What follows belongs to an exercise in optimizing a design on an open flow for small area, a short achievable clock period and few clock cycles; a production flow would make more cautious choices. Where RTL was checked, it was by simulation tests only, not by an equivalence proof against the original. The RTL of run 1 was laid out without a check of its function. Power and IR drop assume default switching activity.

## flow/design.v (module list and top-level ports; edited modules follow where they fit)
// module alu_arbiter: 1332 lines
module alu_arbiter #(
  parameter int MUL_LAT = 3
) (
  input  logic        clk,
  input  logic        reset,
  input  logic        i_reqA_valid,
  input  logic        i_reqB_valid,
  output logic        o_reqA_ready,
  output logic        o_reqB_ready,
  input  logic [31:0] i_reqA_op1,
  input  logic [31:0] i_reqA_op2,
  input  logic [31:0] i_reqB_op1,
  input  logic [31:0] i_reqB_op2,
  input  logic [3:0]  i_reqA_sel,
  input  logic [3:0]  i_reqB_sel,
  output logic        o_rsp_valid,
  input  logic        i_rsp_ready,
  output logic        o_rsp_id,
  output logic [31:0] o_rsp_data,
  output logic        o_rsp_zflag,
  output logic        o_busy
);
  // ...
==> flow/flow/run.sh <==
#!/bin/bash
# Standard ORFS layout with two changes:
#  - after the standard synthesis, polarity.py removes inverters (it picks the
#    polarity of each full adder and XOR gate, both of which can absorb an
#    inversion, and splits half adders whose inputs are both inverted);
#    registers, ports and all other cells are unchanged;
#  - the port buffers are buf_1 cells (the resizer may upsize them) instead
#    of the default delay-buffer cell.
set -euo pipefail
R=orfs/results/${FLOW_PLATFORM}/alu_arbiter/base
bash standard.sh synth > log_synth.txt 2>&1
python3 flow/polarity.py $R/1_2_yosys.v $R/1_2_yosys.pol.v > log_polarity.txt 2>&1
mv $R/1_2_yosys.pol.v $R/1_2_yosys.v
rm -f $R/1_synth.odb $R/1_synth.sdc
bash standard.sh BUFFER_PORTS_ARGS="-buffer_cell sky130_fd_sc_hd__buf_1" finish > log_layout.txt 2>&1
==> flow/flow/polarity.py <==
#!/usr/bin/env python3
"""Remove inverters from a Yosys/ABC gate netlist of sky130hd cells without
touching its registers or ports.

  * A full adder is self-dual: FA(~a, ~b, ~c) = (~sum, ~carry), so each
    full-adder cell may be used in inverted form.
  * An XOR/XNOR gate absorbs an inversion of any input or of its output by
    swapping xor2 <-> xnor2 (same size).
  * A half adder whose two inputs both come through inverters computes
    (x ^ y, ~(x | y)): it becomes an xor2 and a nor2 of x and y.

The script picks the polarity of every full adder and XOR gate so that as few
signals as possible need an inverter, then rebuilds the inverters (one per
signal that needs its complement).  Registers, ports and all other cells stay
as they are.

usage: polarity.py IN.v OUT.v
"""
import random
import re
import sys
from collections import defaultdict

P = "sky130_fd_sc_hd__"
FA_RE = re.compile(P + r"fa_\d+$")
HA_RE = re.compile(P + r"ha_\d+$")
XOR_RE = re.compile(P + r"x(n?)or2_(\d+)$")
INV_RE = re.compile(P + r"(inv|clkinv)_\d+$")
OUT_PINS = {"X", "Y", "Q", "Q_N", "SUM", "COUT", "HI", "LO"}

src = open(sys.argv[1]).read()
inst_re = re.compile(r"^  (" + P + r"\w+) (\S+)\s+\((.*?)\n  \);\n", re.S | re.M)

cells = {}
order = []
spans = {}
for m in inst_re.finditer(src):
    typ, name, body = m.group(1), m.group(2), m.group(3)
    pins = {}
    for pm in re.finditer(r"\.(\w+)\(([^()]*)\)", body):
        pins[pm.group(1)] = pm.group(2).strip()
    cells[name] = [typ, pins]
    order.append(name)
    spans[name] = (m.start(), m.end())

ports = set()
for m in re.finditer(r"^\s*(input|output)\s+(\[[^\]]*\]\s*)?(\S+);", src, re.M):
    ports.add(m.group(3))


def is_port_net(n):
    return n.split("[")[0].strip() in ports or n in ports


k = [0]


def fresh(prefix):
    k[0] += 1
    return f"_pol_{prefix}{k[0]}_"


new_wires = []
added = {}          # new cells: name -> [type, pins]


def maps():
    driver, loads = {}, defaultdict(list)
    for name, (typ, pins) in list(cells.items()) + list(added.items()):
        for p, n in pins.items():
            if p in OUT_PINS:
                driver[n] = name
            else:
                loads[n].append((name, p))
    return driver, loads


def allcells():
    return {**cells, **added}


# ---- half adders with both inputs inverted -> xor2 + nor2
driver, loads = maps()
n_ha = 0
for name in list(cells):
    typ, pins = cells[name]
    if not HA_RE.match(typ):
        continue
    da, db = driver.get(pins["A"]), driver.get(pins["B"])
    if not (da and db and INV_RE.match(allcells()[da][0]) and INV_RE.match(allcells()[db][0])):
        continue
    x = allcells()[da][1]["A"]
    y = allcells()[db][1]["A"]
    cells[name] = [P + "xor2_1", {"A": x, "B": y, "X": pins["SUM"]}]
    added[fresh("nor")] = [P + "nor2_1", {"A": x, "B": y, "Y": pins["COUT"]}]
    n_ha += 1

# ---- signal model
cellsall = allcells()
driver, loads = maps()
inv_cells = {n for n, (t, _) in cellsall.items() if INV_RE.match(t)}


def root_of(net):
    par = 0
    for _ in range(16):
        d = driver.get(net)
        if d is None or d not in inv_cells:
            break
        net = cellsall[d][1]["A"]
        par ^= 1
    return net, par


req = defaultdict(list)       # root -> [cell, pin, parity]
for name, (typ, pins) in cellsall.items():
    if name in inv_cells:
        continue
    for p, n in pins.items():
        if p in OUT_PINS:
            continue
        r, par = root_of(n)
        req[r].append([name, p, par])

# roots whose inverter tree drives a port (or that are ports) stay as they are
fixed = set()
for n in list(driver):
    if is_port_net(n):
        fixed.add(root_of(n)[0])
for r in req:
    if is_port_net(r):
        fixed.add(r)

kind = {}
for name, (typ, _) in cellsall.items():
    if FA_RE.match(typ):
        kind[name] = "fa"
    elif XOR_RE.match(typ):
        kind[name] = "x"
flip = {n: 0 for n in kind}

drv_var = {}                  # root -> cell whose flip inverts it
for n, kd in kind.items():
    pins = cellsall[n][1]
    for p in (("SUM", "COUT") if kd == "fa" else ("X", "Y")):
        if p in pins:
            drv_var[pins[p]] = n
in_roots = defaultdict(set)   # cell -> roots feeding it
for r, L in req.items():
    for c, p, par in L:
        if c in kind:
            in_roots[c].add(r)

blocked = set()
for n, kd in kind.items():
    outs = [r for r, c in drv_var.items() if c == n]
    if any(r in fixed or r not in req for r in outs):
        blocked.add(n)
    if kd == "fa" and any(r in fixed for r in in_roots[n]):
        blocked.add(n)


def need(r, c, par):
    """does this load want the complement of root r's current value?"""
    if kind.get(c) == "x":
        return 0
    e = par
    if kind.get(c) == "fa" and flip[c]:
        e ^= 1
    d = drv_var.get(r)
    if d is not None and flip[d]:
        e ^= 1
    return e


def cost(r):
    for c, p, par in req[r]:
        if need(r, c, par):
            return 1
    return 0


def affected(n):
    rs = {r for r, c in drv_var.items() if c == n and r in req}
    if kind[n] == "fa":
        rs |= in_roots[n]
    return rs


# out-roots per variable (for speed)
outs_of = defaultdict(list)
for r, c in drv_var.items():
    if r in req:
        outs_of[c].append(r)


def affected_fast(n):
    rs = set(outs_of[n])
    if kind[n] == "fa":
        rs |= in_roots[n]
    return rs


free = [n for n in kind if n not in blocked]
before = sum(cost(r) for r in req)


def try_flip(n):
    rs = affected_fast(n)
    c0 = sum(cost(r) for r in rs)
    flip[n] ^= 1
    c1 = sum(cost(r) for r in rs)
    return c1 - c0


for _ in range(30):
    ch = 0
    for n in free:
        d = try_flip(n)
        if d < 0:
            ch += 1
        else:
            flip[n] ^= 1
    if not ch:
        break

# simulated annealing from the greedy result
rng = random.Random(1)
cur = sum(cost(r) for r in req)
best, best_flip = cur, dict(flip)
T = 1.0
steps = 40000
for s in range(steps):
    T = 1.0 * (1 - s / steps) + 0.02
    n = rng.choice(free)
    d = try_flip(n)
    if d <= 0 or rng.random() < pow(2.718, -d / T):
        cur += d
        if cur < best:
            best, best_flip = cur, dict(flip)
    else:
        flip[n] ^= 1
flip.update(best_flip)
after = sum(cost(r) for r in req)
print(f"polarity: {n_ha} half adders split; {sum(flip[n] for n in kind if kind[n]=='fa')} "
      f"full adders and {sum(flip[n] for n in kind if kind[n]=='x')} xor gates inverted; "
      f"signals needing a complement {before} -> {after}", file=sys.stderr)

# ---- rebuild the inverters of every root with a changed or inverted load
del_cells = set()
xor_par = defaultdict(int)    # xor cell -> polarity change
for n in kind:
    if kind[n] == "x" and flip[n]:
        xor_par[n] ^= 1

rebuild = set()
for r, L in req.items():
    if r in fixed:
        continue
    d = drv_var.get(r)
    if (d is not None and flip[d]) or any(par or (c in kind and flip[c]) for c, p, par in L):
        rebuild.add(r)

for r in sorted(rebuild):
    invs = [c for (c, p) in loads.get(r, []) if c in inv_cells]
    stack = list(invs)
    while stack:
        c = stack.pop()
        if c in del_cells:
            continue
        del_cells.add(c)
        on = cellsall[c][1]["Y"]
        assert not is_port_net(on), on
        stack.extend(x for (x, p) in loads.get(on, []) if x in inv_cells)
    d = drv_var.get(r)
    rflip = 1 if (d is not None and flip[d]) else 0
    inv_loads = []
    for ent in req[r]:
        c, p, par = ent
        if kind.get(c) == "x":
            # connect straight to the root; the gate absorbs the difference
            xor_par[c] ^= par ^ rflip
            cellsall[c][1][p] = r
            continue
        if need(r, c, par):
            inv_loads.append((c, p))
        else:
            cellsall[c][1][p] = r
    # one inverter per group of at most 8 loads, sized by its load count
    for g in range(0, len(inv_loads), 8):
        grp = inv_loads[g:g + 8]
        inv_net = fresh("n")
        new_wires.append(inv_net)
        size = 1 if len(grp) <= 2 else (2 if len(grp) <= 5 else 4)
        added[fresh("inv")] = [P + f"inv_{size}", {"A": r, "Y": inv_net}]
        for c, p in grp:
            cellsall[c][1][p] = inv_net
    cellsall = allcells()

for c, v in xor_par.items():
    if v:
        typ = cellsall[c][0]
        m = XOR_RE.match(typ)
        newt = P + ("xor2_" if m.group(1) else "xnor2_") + m.group(2)
        pins = cellsall[c][1]
        if m.group(1):          # xnor2 (output Y) -> xor2 (output X)
            pins["X"] = pins.pop("Y")
        else:
            pins["Y"] = pins.pop("X")
        cellsall[c][0] = newt
        if c in cells:
            cells[c][0] = newt
        else:
            added[c][0] = newt


def esc(n):
    return n + " " if n.startswith("\\") else n


def emit(typ, name, pins):
    body = ",\n".join(f"    .{p}({esc(n)})" for p, n in pins.items())
    return f"  {typ} {name} (\n{body}\n  );\n"


out = []
pos = 0
for name in order:
    s, e = spans[name]
    out.append(src[pos:s])
    pos = e
    if name in del_cells:
        continue
    out.append(emit(cells[name][0], name, cells[name][1]))
    if name == order[-1]:
        for nn, (t, pins2) in added.items():
            if nn not in del_cells:
                out.append(emit(t, nn, pins2))
out.append(src[pos:])
text = "".join(out)
idx = text.index("  wire ")
text = text[:idx] + "".join(f"  wire {w};\n" for w in new_wires) + text[idx:]
# safety: every loaded net must have exactly one driver, else keep the input
drv_cnt = defaultdict(int)
loaded = set()
for t, nm, b in re.findall(r"(" + P + r"\w+)\s+(\S+)\s*\((.*?)\);", text, re.S):
    for p, net in re.findall(r"\.(\w+)\(([^)]*)\)", b):
        net = net.strip()
        if p in OUT_PINS:
            drv_cnt[net] += 1
        else:
            loaded.add(net)
bad = [n for n in loaded if drv_cnt[n] != 1 and not is_port_net(n) and not n.startswith("1'b")]
bad += [n for n, v in drv_cnt.items() if v > 1]
if bad:
    print(f"polarity: netlist check failed ({bad[:5]}); keeping the input netlist", file=sys.stderr)
    text = src
open(sys.argv[2], "w").write(text)
n_inv_before = len(inv_cells)
n_inv_after = n_inv_before - len(del_cells & inv_cells) + sum(1 for nn in added if INV_RE.match(added[nn][0]) and nn not in del_cells)
print(f"polarity: inverters {n_inv_before} -> {n_inv_after}", file=sys.stderr)
==> flow/standard.sh <==
#!/bin/bash
# synth_recipe.tcl (not shown) runs the flow's synth.tcl, then flattens the netlist and writes it again
# the make line also repeats each setting of config.mk as NAME=value (left out here)
make -C /OpenROAD-flow-scripts/flow DESIGN_CONFIG=/design/flow/config.mk WORK_HOME=/design/flow/orfs CLKGATE_MAP_FILE= SYNTH_SCRIPT=/design/flow/synth_recipe.tcl "${@:-finish}"
==> flow/config.mk <==
export PLATFORM = sky130hd
export DESIGN_NAME = alu_arbiter
export DESIGN_NICKNAME = alu_arbiter
export VERILOG_FILES = /design/flow/design.v
export SDC_FILE = /design/flow/constraint.sdc
export NUM_CORES = 4
export LEC_CHECK = 0
export ABC_AREA = 1
export ABC_CLOCK_PERIOD_IN_PS = 4700
export CAP_MARGIN = 20
export CORE_MARGIN = 2
export CORE_UTILIZATION = 40
export SETUP_SLACK_MARGIN = 5.0
export SLEW_MARGIN = 20
==> flow/constraint.sdc <==
create_clock -name core_clock -period 9.5 [get_ports {clk}]
set_input_delay 1.9000 -clock core_clock [delete_from_list [all_inputs] [get_ports {clk}]]
set_output_delay 1.9000 -clock core_clock [all_outputs]
set_load 0.01 [all_outputs]
==> notes.md, run 1 <==
drt initial violations 1554; Filler Cell Count 5135; R2R depth 8; largest net degree at the start of global routing 80; # IOs 179; clock network share of area 2.71%; kind of critical path register to register; GRT met3 Usage 3.52%; Critical Path End r25_1$_DFFE_PN_; GR Overflow Total 0; crit-path max FO 10; Seq cells 187; vias in the first global route 17995; fin nets 3086; RSZ-0062 raised after global routing yes; TNS Setup 0 ns; WL met3 4.91 mm; HPWL Detailed 52.9 mm; yosys warns 1; Logic inverters 321; core area 0.0523 mm2; Clock group 779 uW; final antenna diode count 0; Final Power 9580 uW; hold wc startpoint id1$_DFF_P_; clock power share 8.1%; sequential standard cell area 0.00445 mm2; Met1 Wirelength 30.4 mm; CP peak stage delay 0.64 ns; Worst Tran Pin Value 0.934 ns; post-synth net total 2976; Pint 4490 uW; number of non-clock buffers in the layout 234; M1 GR Usage 34.7%; area of the multi-input gates 0.0151 mm2; Final Setup Violations 0; status complete, no violations; Max Used Layer met4; routed wl met2 32.6 mm; most frequent cells in the layout nand2_1, o22ai_1, inv_1; first-pass GRT wire length 107 mm; CTS sink count 187; Synth Instances 2516; critical path, cell by cell clkinvlp_2, o22ai_1, xor2_1, fa_1, fa_1, fa_1, fa_1, fa_1
==> run 2: changes to the inputs <==
--- a/flow/design.v
+++ b/flow/design.v
@@ -905,24 +905,24 @@
   logic rp13;
   logic rg13;
   logic rp14;
   logic rg14;
   logic rp15;
   logic rg15;
   logic rp16;
   logic rg16;
-  logic rp17;
-  logic rg17;
-  logic rp18;
-  logic rg18;
-  logic rp19;
-  logic rg19;
-  logic rp20;
-  logic rg20;
+  logic r17_0;
+  logic r17_1;
+  logic r18_0;
+  logic r18_1;
+  logic r19_0;
+  logic r19_1;
+  logic r20_0;
+  logic r20_1;
   logic r21_0;
   logic r21_1;
   logic r22_0;
   logic r22_1;
   logic r23_0;
   logic r23_1;
   logic r24_0;
   logic r24_1;
@@ -974,24 +974,24 @@
       rp13 <= tc414 ^ ts415;
       rg13 <= tc414 & ts415;
       rp14 <= tc416 ^ ts417;
       rg14 <= tc416 & ts417;
       rp15 <= tc418 ^ ts419;
       rg15 <= tc418 & ts419;
       rp16 <= tc420 ^ ts421;
       rg16 <= tc420 & ts421;
-      rp17 <= tc422 ^ ts423;
-      rg17 <= tc422 & ts423;
-      rp18 <= tc424 ^ ts425;
-      rg18 <= tc424 & ts425;
-      rp19 <= tc426 ^ ts427;
-      rg19 <= tc426 & ts427;
-      rp20 <= tc428 ^ ts429;
-      rg20 <= tc428 & ts429;
+      r17_0 <= tc422;
+      r17_1 <= ts423;
+      r18_0 <= tc424;
+      r18_1 <= ts425;
+      r19_0 <= tc426;
+      r19_1 <= ts427;
+      r20_0 <= tc428;
+      r20_1 <= ts429;
       r21_0 <= tc430;
       r21_1 <= ts431;
       r22_0 <= tc432;
       r22_1 <= ts433;
       r23_0 <= tc434;
       r23_1 <= ts435;
       r24_0 <= tc436;
       r24_1 <= ts437;
@@ -1042,24 +1042,24 @@
   assign p[13] = rp13;
   assign g[13] = rg13;
   assign p[14] = rp14;
   assign g[14] = rg14;
   assign p[15] = rp15;
   assign g[15] = rg15;
   assign p[16] = rp16;
   assign g[16] = rg16;
-  assign p[17] = rp17;
-  assign g[17] = rg17;
-  assign p[18] = rp18;
-  assign g[18] = rg18;
-  assign p[19] = rp19;
-  assign g[19] = rg19;
-  assign p[20] = rp20;
-  assign g[20] = rg20;
+  assign p[17] = r17_0 ^ r17_1;
+  assign g[17] = r17_0 & r17_1;
+  assign p[18] = r18_0 ^ r18_1;
+  assign g[18] = r18_0 & r18_1;
+  assign p[19] = r19_0 ^ r19_1;
+  assign g[19] = r19_0 & r19_1;
+  assign p[20] = r20_0 ^ r20_1;
+  assign g[20] = r20_0 & r20_1;
   assign p[21] = r21_0 ^ r21_1;
   assign g[21] = r21_0 & r21_1;
   assign p[22] = r22_0 ^ r22_1;
   assign g[22] = r22_0 & r22_1;
   assign p[23] = r23_0 ^ r23_1;
   assign g[23] = r23_0 & r23_1;
   assign p[24] = r24_0 ^ r24_1;
   assign g[24] = r24_0 & r24_1;
--- a/flow/config.mk
+++ b/flow/config.mk
@@ -5,10 +5,11 @@
 export SDC_FILE = /design/flow/constraint.sdc
 export NUM_CORES = 4
 export LEC_CHECK = 0
 export ABC_AREA = 1
 export ABC_CLOCK_PERIOD_IN_PS = 4700
 export CAP_MARGIN = 20
 export CORE_MARGIN = 2
 export CORE_UTILIZATION = 40
-export SETUP_SLACK_MARGIN = 5.0
+export CTS_BUF_LIST = sky130_fd_sc_hd__clkbuf_4 sky130_fd_sc_hd__clkbuf_8
+export SETUP_SLACK_MARGIN = 4.8
 export SLEW_MARGIN = 20
==> run 2 against run 1 <==
Still clean on timing, DRC and antenna. Via count decreased by 0.10%. Synthesized cell count increased by 0.40%. Register-to-register slack about the same. Die area decreased by 0.37%. Global-route usage decreased by 0.72 points. Synthesized area decreased by 0.38%. First-iteration DRC count decreased by 3.5%. Routed wire length decreased by 4.3%. Final cell count decreased by 0.54%. Non-clock buffer count decreased by 21. Clock power decreased by about 20%. Sequential power decreased by 3%. Highest routed layer unchanged.
==> notes.md, run 2 <==
pwr/cell area 397 mW/mm2 (was 406 mW/mm2); core area 0.0516 mm2 (was 0.0523 mm2); Regs by FF count ay1 x32, ma x32 (unchanged); Synth Cell Area 0.0210 mm2 (was 0.0211 mm2); GR Overflow Total 0 (unchanged); dpl cells 3254 (was 3248); drt initial violations 1499 (was 1554); final antenna diode count 0 (unchanged); Place WS 4.63 ns (was 4.61 ns); Clock Path Buffers 2 (unchanged); initial core utilization 40.7% (was 40.3%); WL/cell 20.6 um (was 21.4 um); hold wc startpoint id1$_DFF_P_ (unchanged); worst skew pair latency 0.52 ns (was 0.48 ns); clk slew on worst S/H paths 0.10 ns (was 0.08 ns); CTS Hold Bufs 0 (unchanged); Final ANT Viol Nets 0 (unchanged); most frequent cells in the layout nand2_1, o22ai_1, xor2_1 (was nand2_1, o22ai_1, inv_1); vias in the first global route 18198 (was 17995); CTS Root Cell clkbuf_8 (was clkbuf_16); Final Max Tran Viols 0 (unchanged); Hold Slack 0.449 ns (was 0.477 ns); # IOs 179 (unchanged); synth-to-layout area growth 8.92% (was 11.8%); initial antenna violation count 1 (was 0); achievable frequency 0.217 GHz (was 0.224 GHz); CTS sink count 187 (unchanged); post-layout util 44.3% (was 45.0%); fin nets 3080 (was 3086); RSZ-0062 raised after global routing yes (unchanged); slew margin rel. 28.0% (was 37.7%); Pleak 0.0113 uW (was 0.0106 uW); Worst Tran Pin Value 1.08 ns (was 0.934 ns); Final Cycle Share 48.5% (was 47.0%); number of vias per cell 5.50 (was 5.48); proportion of layout cells with a drive suffix above 1 11.1% (was 13.9%); arrival time of the worst setup path 2.71 ns (was 4.69 ns); startpoint types register (unchanged); Vias 18204 (was 18223); kind of critical path register to primary output (was register to register); worst hold path class register to register (unchanged); Total GRT Usage 25.4% (was 26.1%); VDD IR max 0.000166 V (was 0.000244 V); Layout Skew 0.0265 ns (was 0.0150 ns); final hold vios 0 (unchanged); largest net degree at the start of global routing 80 (unchanged); Setup WS post-layout 4.89 ns (was 5.03 ns); Req. time, crit path 7.60 ns (was 9.73 ns); gpl congestion 0.944 (was 0.938); first-pass GRT wire length 105 mm (was 107 mm); yosys warns 1 (unchanged); TNS Setup 0 ns (unchanged); HPWL Detailed 50.7 mm (was 52.9 mm); Die ar. 0.0544 mm2 (was 0.0546 mm2); Worst setup EP type primary output (was register); Final Setup Violations 0 (unchanged); post-synth net total 2990 (was 2976); Die Wd 233 um (was 234 um); Maximum Capacitance Violations 0 (unchanged); Die Y 233 um (was 234 um); reg2reg start bn[0]$_DFF_P_ (was bt[5]$_DFF_P_); crit-path max FO 5 (was 10); final std cells w/o fill 3309 (was 3327); CTS tree yes (unchanged); row cnt 83 (was 84); H-tree levels 4 (unchanged); Synth Instances 2526 (was 2516); Avg Synthesized Cell Area 8.32 um2 (was 8.38 um2); drt first pass iters 6 (was 5); crit path from r20_1$_DFFE_PN_ (was bt[5]$_DFF_P_); most common cell after layout, fill and taps aside nand2_1 (unchanged); port buffer count 178 (unchanged); CTS Buf Count 17 (unchanged); DR DRC count 0 (unchanged); Routed WL 68.0 mm (was 71.1 mm); min cycle time layout 4.61 ns (was 4.47 ns); status complete, no violations (unchanged)
## run 2: repair_timing
item / in CTS / in global routing
pin swaps: 7 / 15
cloned: 2 / 0
buffers inserted: 6 / 15
endpoints found under the setup margin: 19 / 17
gates resized for setup: 28 / 21
## run 2: area by class of cell
cell class	count	area, um2
fill	5064	28700
inverter	327	1320
clock buffer	19	255
tap	680	851
clock inverter	13	196
sequential	187	4450
timing repair buffer	213	936
multi-input combinational	1870	14900
## run 2: path summary, 6_finish.rpt
| check | to | slack (ns) | cells past startpoint |
|---|---|---|---|
| min | id2$_DFFE_PN_ | 0.45 | 0 |
| min reg2reg | id2$_DFFE_PN_ | 0.45 | 0 |
| max reg2reg | r30_1$_DFFE_PN_ | 5.02 | 9 |
| max | o_rsp_data[22] | 4.89 | 8 |
| max in group asynchronous | last_b$_DFFE_PP1P_ | 7.96 | 2 |
| min in group asynchronous | v2$_DFFE_PP0N_ | 1.27 | 2 |
## run 2: per-layer routing
layer  GRT usage [%]  routed length, um  vias to the layer above  part of all wire [%]
li1                -                  -                     8455                     -
met2            41.1              30600                      871                    45
met4            11.1               3020                        0                   4.4
met1            33.3              29100                     8725                    43
met3            4.52               5280                      153                   7.8
met5               0                  0                        -                     0
## run 2: through the flow
stage / area [um2] / total power [uW]
final: 22900 / 9090
after global routing: 22900 / 9970
after global placement: 22000 / 8050
after detailed placement: 22000 / 8290
after floorplan: 21000 / 6440
after CTS: 22600 / 8980
## run 2: worst max-delay path, stage by stage, from the launching register on
cell	delay (ns)
edfxtp_1	0.46
xor2_2	0.29
nand2_2	0.14
nor4_4	0.36
nand2_1	0.15
o211ai_4	0.32
buf_4	0.17
xor2_1	0.13
buf_1	0.17
## run 2: where the power goes
group | switching (uW) | total, uW | internal [uW]
Combinational | 4220 | 6730 | 2510
Clock | 332 | 625 | 292
Sequential | 351 | 1740 | 1390
Total | 4900 | 9090 | 4190
Testbench counts of run 2, summed over its fixed seeds: cycles 2,416.
==> run 3: changes to the inputs <==
--- a/flow/config.mk
+++ b/flow/config.mk
@@ -12,3 +12,2 @@
 export CORE_UTILIZATION = 40
-export CTS_BUF_LIST = sky130_fd_sc_hd__clkbuf_4 sky130_fd_sc_hd__clkbuf_8
 export SETUP_SLACK_MARGIN = 4.8
==> run 3 against run 2 <==
Synthesized cell count did not move. Sequential share of layout area about the same. Routed wire length grew 0.43%. Register-to-register slack is essentially flat. Non-clock buffer count decreased by 12. Die area did not move. Global-route usage barely moved. Clock skew fell by 0.011 ns. First-iteration DRC count fell by 4.3%. Sequential power about the same. Largest cell class unchanged.
==> notes.md, run 3 <==
Worst Tran Pin Value 1.06 ns (was 1.08 ns); TNS Setup 0 ns (unchanged); startpoint types primary input (was register); synth-to-layout area growth 8.95% (was 8.92%); # IOs 179 (unchanged); CTS Root Cell clkbuf_16 (was clkbuf_8); Final Setup Violations 0 (unchanged); post-synth net total 2990 (unchanged); achievable frequency 0.218 GHz (was 0.217 GHz); drt initial violations 1435 (was 1499); status complete, no violations (unchanged); yosys warns 1 (unchanged); RSZ-0062 raised after global routing yes (unchanged); Clock Path Buffers 2 (unchanged); Die Y 233 um (unchanged); kind of critical path primary input to primary output (was register to primary output); Req. time, crit path 7.60 ns (about the same); CTS tree yes (unchanged); Avg Synthesized Cell Area 8.32 um2 (unchanged); Regs by FF count ay1 x32, ma x32 (unchanged); Place WS 4.63 ns (unchanged); pwr/cell area 401 mW/mm2 (was 397 mW/mm2); Die Wd 233 um (unchanged); worst skew pair latency 0.46 ns (was 0.52 ns); Vias 18086 (was 18204); CTS Hold Bufs 0 (unchanged); critical path, cell by cell buf_1, clkinvlp_4, nand2_8, nand4_1, a21oi_1, buf_1 (was xor2_2, nand2_2, nor4_4, nand2_1, o211ai_4, buf_4, xor2_1, buf_1); CP peak stage delay 0.17 ns (was 0.46 ns); Final Cycle Share 48.2% (was 48.5%); clk slew on worst S/H paths 0.07 ns (was 0.10 ns); first-pass GRT wire length 105 mm (about the same); final antenna diode count 0 (unchanged); Maximum Capacitance Violations 0 (unchanged); vias in the first global route 18168 (was 18198); Synth Instances 2526 (unchanged); largest net degree at the start of global routing 80 (unchanged); gpl congestion 0.944 (unchanged); Setup WS post-layout 4.92 ns (was 4.89 ns); arrival time of the worst setup path 2.68 ns (was 2.71 ns); Final ANT Viol Nets 0 (unchanged); DR DRC count 0 (unchanged); core area 0.0516 mm2 (unchanged); row cnt 83 (unchanged); WL/cell 20.7 um (was 20.6 um); Final Max Tran Viols 0 (unchanged); drt first pass iters 5 (was 6); VDD IR max 0.000168 V (was 0.000166 V); H-tree levels 4 (unchanged); Die ar. 0.0544 mm2 (unchanged); Layout Skew 0.0158 ns (was 0.0265 ns); Crit-path slowest cell buf_1 (was edfxtp_1); Total GRT Usage 25.4% (about the same); most frequent cells in the layout nand2_1, o22ai_1, xor2_1 (unchanged); Most common cell on crit path buf_1; CTS sink count 187 (unchanged); proportion of layout cells with a drive suffix above 1 10.4% (was 11.1%); initial core utilization 40.7% (unchanged); GR Overflow Total 0 (unchanged); CTS Buf Count 17 (unchanged); fin nets 3068 (was 3080); slew margin rel. 29.3% (was 28.0%); final hold vios 0 (unchanged); Synth Cell Area 0.0210 mm2 (unchanged); most common cell after layout, fill and taps aside nand2_1 (unchanged); worst hold path class register to register (unchanged); Routed WL 68.3 mm (was 68.0 mm); HPWL Detailed 50.7 mm (unchanged); Worst setup EP type primary output (unchanged); Pleak 0.0113 uW (about the same); min cycle time layout 4.58 ns (was 4.61 ns); number of vias per cell 5.49 (was 5.50); initial antenna violation count 0 (was 1); port buffer count 178 (unchanged); crit-path max FO 3 (was 5)
[run 3: critical path: cells and delay by family]
family	cells	cell delay (ns)
buffers and inverters	3	0.44
and+or+nand+nor	2	0.17
AOI/OAI and AO/OA	1	0.16
[run 3: path summary, 6_finish.rpt]
kind / slack (ns) / to / cells past startpoint / from
setup / recovery: 4.92 / o_reqB_ready / 6 / i_rsp_ready
setup reg to reg: 5.03 / r30_1$_DFFE_PN_ / 9 / bn[0]$_DFF_P_
hold / removal: 0.44 / id2$_DFFE_PN_ / 0 / id1$_DFF_P_
hold reg to reg: 0.44 / id2$_DFFE_PN_ / 0 / id1$_DFF_P_
min in group asynchronous: 1.33 / v2$_DFFE_PP0N_ / 2 / reset
max in group asynchronous: 7.90 / last_b$_DFFE_PP1P_ / 2 / reset
[run 3: final cells by class]
| cell class | count | area (um2) |
|---|---|---|
| fillers | 5057 | 28700 |
| well taps | 680 | 851 |
| inverters | 327 | 1320 |
| flip-flops and latches | 187 | 4450 |
| clock buffers | 21 | 493 |
| clock inverters | 11 | 136 |
| repair buffers | 201 | 848 |
| multi-input cells | 1870 | 14800 |
[run 3: per-stage QoR]
| step | instances | total power (uW) | area (um2) | hold slack, ns | util (%) |
|---|---|---|---|---|---|
| after floorplan | 2526 | 6440 | 21000 | 0.386 | - |
| after global placement | 3254 | 8050 | 22000 | 0.417 | 42.6 |
| after detailed placement | 3254 | 8290 | 22000 | 0.422 | 42.6 |
| after CTS | 3294 | 9130 | 22800 | 0.441 | 44.1 |
| after global routing | 3297 | 10000 | 22900 | 0.464 | 44.3 |
| final | 3297 | 9170 | 22900 | 0.439 | 44.3 |
[run 3: routing by layer]
layer  share of wire (%)  GRT usage, %  vias up
li1                    -             -     8432
met1                  43          33.2     8643
met2                  45          41.4      869
met3                 7.7          4.53      142
met4                 3.8          10.3        0
met5                   0             0        -
[run 3: where the power goes]
group	switching, uW	total, uW	internal [uW]
Clock	353	776	423
Combinational	4200	6660	2460
Sequential	346	1730	1390
Total	4900	9170	4270
[run 3: what timing repair did]
item	CTS	global route
cloned	2	0
pin swaps	7	5
resized for setup	22	16
setup endpoints to repair	14	15
buffers inserted	6	3

separate check: timing with driven ports:
In the flow no input, the clock included, has a driving cell. The finished layouts below were timed again as built, in two steps. Step 1: set_driving_cell puts a clkbuf_16 on clk and a buf_2 on each other input, an assumption about the parent block. Step 2 moves the port delays by t, midway between the first and last clock arrival at a register: inputs arrive t later, outputs are due t later. That takes back most of the time a late clock gives input paths. Three values: ideal, step 1, step 2; two values: the first two.
| run | shift t [ns] | setup slack, ns | worst setup path at the end | latest minus earliest clock arrival (ns) | worst register clock-pin slew, ns |
|---|---|---|---|---|---|
| run 1 | 0.536 | 5.031 / 5.011 / 5.011 | input to output | 0.015 / 0.015 | 0.08 / 0.08 |
| run 2 | 0.567 | 4.889 / 4.835 / 4.893 | input to output | 0.027 / 0.027 | 0.12 / 0.12 |
| run 3 | 0.508 | 4.918 / 4.878 / 4.892 | input to output | 0.016 / 0.016 | 0.08 / 0.08 |
After both steps setup and hold are still met in every run listed. The setup slack of run 3, which loses most, moves by -0.040 ns with the drivers and by -0.026 ns with both steps.
